This is an optimization exercise on Yosys and OpenROAD, whose aim is small area, not a production implementation.
The RTL was checked by simulation tests, not by an equivalence proof against the original design.
Power and IR drop assume default switching activity.

File: flow/config.mk
export PLATFORM = sky130hd
export DESIGN_NAME = regfile_sb
export DESIGN_NICKNAME = regfile_sb
export VERILOG_FILES = /design/flow/design.v
export SDC_FILE = /design/flow/constraint.sdc
export NUM_CORES = 4
export LEC_CHECK = 0
export CAP_MARGIN = 20
export CELL_PAD_IN_SITES_DETAIL_PLACEMENT = 1
export CELL_PAD_IN_SITES_GLOBAL_PLACEMENT = 2
export CORE_MARGIN = 2
export CORE_UTILIZATION = 30
export PLACE_DENSITY = 0.45
export SLEW_MARGIN = 20
File: flow/constraint.sdc
create_clock -name core_clock -period 10.0 [get_ports {clk}]
set_input_delay 2.0000 -clock core_clock [delete_from_list [all_inputs] [get_ports {clk}]]
set_output_delay 2.0000 -clock core_clock [all_outputs]
set_load 0.01 [all_outputs]
File: flow/design.v
package mips_pkg;
  localparam int RF_DATA_W  = 32;
  localparam int RF_ADDR_W  = 5;
  localparam int RF_SP_REG  = 29;
  localparam int RF_SP_INIT = 1200;
  function automatic logic is_zero_reg(input logic [RF_ADDR_W-1:0] idx);
    is_zero_reg = (idx == '0);
  endfunction
endpackage
module regfile_scoreboard
#(
  parameter int ADDR_W = mips_pkg::RF_ADDR_W
) (
  input  logic                   clk,
  input  logic                   rst,
  input  logic                   set_en,
  input  logic [ADDR_W-1:0]      set_reg,
  input  logic                   clr_en,
  input  logic [ADDR_W-1:0]      clr_reg,
  output logic [(1<<ADDR_W)-1:0] busy,
  output logic [ADDR_W:0]        busy_cnt
);
  localparam int DEPTH = 1 << ADDR_W;
  logic [DEPTH-1:0] busy_q, busy_d;
  logic [ADDR_W:0]  busy_cnt_q, busy_cnt_d;
  always_comb begin
    busy_d = busy_q;
    if (clr_en) busy_d[clr_reg] = 1'b0;
    if (set_en) busy_d[set_reg] = 1'b1;
    busy_d[0] = 1'b0;
    busy_cnt_d = '0;
    for (int i = 0; i < DEPTH; i++) begin
      busy_cnt_d = busy_cnt_d + (ADDR_W+1)'(busy_d[i]);
    end
  end
  always_ff @(posedge clk or posedge rst) begin
    if (rst) begin
      busy_q     <= '0;
      busy_cnt_q <= '0;
    end else begin
      busy_q     <= busy_d;
      busy_cnt_q <= busy_cnt_d;
    end
  end
  assign busy     = busy_q;
  assign busy_cnt = busy_cnt_q;
endmodule
module regfile_sb
#(
  parameter int DATA_W  = mips_pkg::RF_DATA_W,
  parameter int ADDR_W  = mips_pkg::RF_ADDR_W,
  parameter int NUM_RD  = 2,           
  parameter int BYPASS  = 1,           
  parameter int SP_REG  = mips_pkg::RF_SP_REG,
  parameter int SP_INIT = mips_pkg::RF_SP_INIT
) (
  input  logic                     clk,
  input  logic                     rst,
  input  logic [NUM_RD*ADDR_W-1:0] read_addr,
  output logic [NUM_RD*DATA_W-1:0] read_data,
  output logic [NUM_RD-1:0]        read_busy,
  input  logic                     write,
  input  logic [ADDR_W-1:0]        writereg,
  input  logic [DATA_W-1:0]        writedata,
  input  logic                     claim,
  input  logic [ADDR_W-1:0]        claimreg,
  output logic [ADDR_W:0]          busy_cnt
);
  localparam int DEPTH = 1 << ADDR_W;
  logic [DATA_W-1:0] rf_q [DEPTH];
  logic [DATA_W-1:0] rf_d [DEPTH];
  logic              wr_en;
  logic [DEPTH-1:0]  busy;
  assign wr_en = write && !mips_pkg::is_zero_reg(writereg);
  always_comb begin
    for (int i = 0; i < DEPTH; i++) begin
      rf_d[i] = rf_q[i];
    end
    if (wr_en) rf_d[writereg] = writedata;
  end
  always_ff @(posedge clk or posedge rst) begin
    if (rst) begin
      for (int i = 0; i < DEPTH; i++) begin
        rf_q[i] <= (i == SP_REG && i != 0) ? DATA_W'(SP_INIT) : '0;
      end
    end else begin
      for (int i = 0; i < DEPTH; i++) begin
        rf_q[i] <= rf_d[i];
      end
    end
  end
  regfile_scoreboard #(
    .ADDR_W (ADDR_W)
  ) u_scoreboard (
    .clk      (clk),
    .rst      (rst),
    .set_en   (claim),
    .set_reg  (claimreg),
    .clr_en   (write),
    .clr_reg  (writereg),
    .busy     (busy),
    .busy_cnt (busy_cnt)
  );
  for (genvar k = 0; k < NUM_RD; k++) begin : g_rd
    logic [ADDR_W-1:0] addr;
    logic              fwd;
    assign addr = read_addr[k*ADDR_W +: ADDR_W];
    assign fwd  = (BYPASS != 0) && wr_en && !rst && (addr == writereg);
    assign read_data[k*DATA_W +: DATA_W] =
        mips_pkg::is_zero_reg(addr) ? '0 :
        fwd               ? writedata :
                            rf_q[addr];
    assign read_busy[k] = busy[addr] && !fwd;
  end
endmodule
File: flow/run.sh
#!/bin/bash
# synth_recipe.tcl (not shown) runs the flow's synth.tcl, then flattens the netlist and writes it again
# the make line also repeats each setting of config.mk as NAME=value (left out here)
make -C /OpenROAD-flow-scripts/flow DESIGN_CONFIG=/design/flow/config.mk WORK_HOME=/design/flow/orfs CLKGATE_MAP_FILE= SYNTH_SCRIPT=/design/flow/synth_recipe.tcl finish
==> out/metrics.cfg <==
[job]
cap_viol_max_count = 0

[sta]
hold_ws_ns = 0.5223
relSlewSlack_pct = 15.25
max_freq_ghz = 0.1130
fin_skew_ns = 0.004047
slew_violations = 0
period_minus_slack_ns = 8.846
min_period_over_period_pct = 88.46
tightest_slew_ns = 1.271
grt_setup_unrepaired = false
final-setup-viol-count = 0
hold_violations = 0

[die]
die-width_um = 433.1
rows = 157
die_h_um = 433.1
core-area_um2 = 183100
io_pins = 128
initial_core_util_pct = 30.18
dieArea_um2 = 187600

[clock_tree]
clk_latency_ns = 0.78
cts.clk_slew.worst_paths_ns = 0.06
htree_levels = 4
clockBufferDepth = 3
cts_sinks = 1029
cts-resized-gates = 0
clock-root-buffer = clkbuf_16
post_cts_buffers = 0
cts_hold_buffers = 0
tritoncts = yes
cts_made_buffers = 135

[setup_path]
r2r_cells = 14
r2r-end = u_scoreboard.busy_cnt_q[4]$_DFF_PP0_
reg2reg_slack_ns = 4.83
required_ns = 8.00
path_max_fanout = 16
crit_start = read_addr[1]
reg2reg_from = u_scoreboard.busy_q[21]$_DFF_PP0_
end_kind = output pin
arrival_ns = 6.85
crit_path_start_kind = input pin
crit_end = read_data[14]
setup.worst_path.class = input pin to output pin

[outcome]
status = finished clean

[finish]
area_delta_synth_final_pct = 18.83
fin_area_um2 = 65650
layout_commonest_cell = dfrtp_1
fin_nets = 5131
utilization_pct = 35.86
fillers = 19732
drive_gt1_share_pct = 32.77
layout_common_cells = dfrtp_1 (1025), mux2_2 (962), a22oi_1 (572), and3_1 (380), buf_4 (277)

[global_route]
grt_pass1_vias = 49980
antenna_found_initial = 56
grtUsageTotal_pct = 39.31
grt_max_degree = 145
grt_pass1_wl_mm = 493.2
overflow = 0

[synthesis]
ys_ff_latch = 1029
synthXorXnorAreaFrac_pct = 0.3171
synth_flop_cell = dfrtp_1
synth_edf_count = 0
avgSynthCellArea_um2 = 11.13
synthAdderAreaFrac_pct = 1.241
synth_top_family_by_area = multiplexers
yosysUniqueCellTypes = 72
synth_compound_area_share_pct = 14.24
synthMuxAreaShare_pct = 21.57
synthCells = 4963
syn_nets = 5060
synth_simple_gate_area_share_pct = 12.11
yosysSeqAreaShare_pct = 46.62
synth_area_um2 = 55250
ys.warnings.count = 4
synth-async-reset-ratio_pct = 100.0

[placement]
gp_congestion = 0.8860
hpwlAfterDp_mm = 233.3
io_buffers = 127
placed_area_um2 = 61070

[power_and_ir_drop]
ir_worst_vdd_v = 0.0004556
p_leak_nw = 27.63
p_per_area_nw_per_um2 = 252.9

[route]
wl_mm = 373.8
final_antenna_net_count = 0
dr_total_vias = 50593
wl_per_cell_um = 49.04
drt_iter0_markers = 6687
vias_per_cell = 6.638
drc = 0
firstDrtPassIters = 7

[min_path]
hold_class = flop to flop

flip-flops by register name, indices dropped and copies added, names as in the netlist:
register and count:
u_scoreboard.busy_q 31, rf_q 992, u_scoreboard.busy_cnt_q 6
critical path, stage by stage:
cell	delay, ns
buf_2	0.51
buf_4	0.41
nand2b_1	0.80
nor2_4	0.29
buf_4	0.47
a221o_1	0.39
or4_1	0.43
nor4_1	0.70
o21ai_0	0.20
clkdlybuf4s50_1	0.52
worst min path at each step:
stage | start | endpoint | slack [ns] | cells past startpoint
2_1_floorplan | rf_q[10][21]$_DFFE_PP0P_ | rf_q[10][21]$_DFFE_PP0P_ | 0.47 | 1
3_3_place_gp | rf_q[9][12]$_DFFE_PP0P_ | rf_q[9][12]$_DFFE_PP0P_ | 0.49 | 1
3_5_place_dp | rf_q[11][0]$_DFFE_PP0P_ | rf_q[11][0]$_DFFE_PP0P_ | 0.50 | 1
4_1_cts | rf_q[11][0]$_DFFE_PP0P_ | rf_q[11][0]$_DFFE_PP0P_ | 0.51 | 1
5_1_grt | rf_q[9][12]$_DFFE_PP0P_ | rf_q[9][12]$_DFFE_PP0P_ | 0.53 | 1
6_report | rf_q[9][12]$_DFFE_PP0P_ | rf_q[9][12]$_DFFE_PP0P_ | 0.52 | 1
Yosys cell counts, drive strengths merged (6+ instances only):
cell     instances  area (µm²)
a21boi           6       45.05
nand3          121       605.6
nor4            56       365.3
o21ai          144       720.7
o21a             7       52.55
o211ai           7       52.55
a221oi          28       245.2
o22ai           14       87.58
fa              23       460.4
dfrtp         1025       25650
buf             92       399.1
a31o             7       61.31
a21oi           70       350.3
a32oi            9       78.83
xor2            10       87.58
nor2           115       431.7
and2             8       50.05
or3b             8       70.07
mux2i           15       150.1
nor3b           14       105.1
nand2b          24       150.1
nor3            33       165.2
nand2          212       795.8
or2             10       65.06
and3b            9       78.83
ha              18       225.2
a22o            22       192.7
a2111oi        118        1033
mux2           999       11360
nand4          132       825.8
or3              8       50.05
xnor2           10       87.58
nand4b           8       70.07
inv             67       251.5
a22oi          572        4294
nor2b           17       106.4
and3           383        2396
clkbuf         401        1505
a32o            17       170.2
a211oi          13       97.59
or4             17       131.4
mux4            18       405.4
nand3b          20       150.1
a21o             8       60.06
layer usage:
metal  vias up  share of wire (%)  track usage, %  routed length (µm)
li1      19145                  -               -                   -
met4         8                4.8           16.72               17970
met2      2879                 44           60.29              165700
met5         -              0.014               0                  54
met1     27795                 43           54.52              161100
met3       766                7.8           6.624               28980
where the power goes:
group	switching [mW]	internal (mW)
clock network	2.08	3.06
registers	1.12	5.38
logic	2.66	2.30
total	5.87	10.7
per-stage QoR:
stage / setup TNS [ns] / instances / setup slack [ns] / power (mW)
final: 0 / 7622 / 1.154 / 16.60
after global placement: 0 / 7352 / 0.9275 / 11.45
after CTS: 0 / 7595 / 1.353 / 16.61
after detailed placement: 0 / 7360 / 0.9378 / 11.50
after global routing: 0 / 7599 / 1.032 / 17.40
after floorplan: -6343.57 / 4963 / -6.181 / 9.376
logic make-up after synthesis:
logic type                 after synthesis
muxes                                 1032
adders and majority gates               41
DFF                                   1029
AOI/OAI and AO/OA                     1078
xor gates and xnor gates                20
buffers and inverters                  560
and+or+nand+nor                       1203
area by class of cell:
type	instances	area [µm²]	share of cell area, %
Inverter	67	255.2	0.3888
Clock buffer	202	4078	6.211
Sequential cell	1029	25750	39.23
Tap cell	2464	3083	4.696
Timing Repair Buffer	427	3789	5.771
Multi-Input combinational cell	3374	28190	42.94
Clock inverter	33	434.2	0.6614
Antenna cell	26	65.06	0.09911

==> afterwards: timing with drivers on the ports <==
The flow's constraints put no driver on any port. The routed layout listed below was extracted and timed again, unchanged, in two steps. Step 1 (the two cells are an assumption about what drives the block):
set clk [get_ports {clk}]
set_driving_cell -lib_cell sky130_fd_sc_hd__clkbuf_16 $clk
set_driving_cell -lib_cell sky130_fd_sc_hd__buf_2 [delete_from_list [all_inputs] $clk]
Step 2 also shifts input and output timing later by t, the mid clock arrival at the registers, as if the neighbouring blocks saw the same clock. Slacks: ideal / step 1 / step 2; pairs: ideal / step 1.
shift t [ns]: 0.898
slack for setup (ns): 1.154 / 1.127 / 0.951
hold WS [ns]: 0.522 / 0.522 / 0.522
After both steps this run still meets setup and hold. For this run, drivers alone change the setup slack by -0.027 ns; drivers and shift together by -0.203 ns.
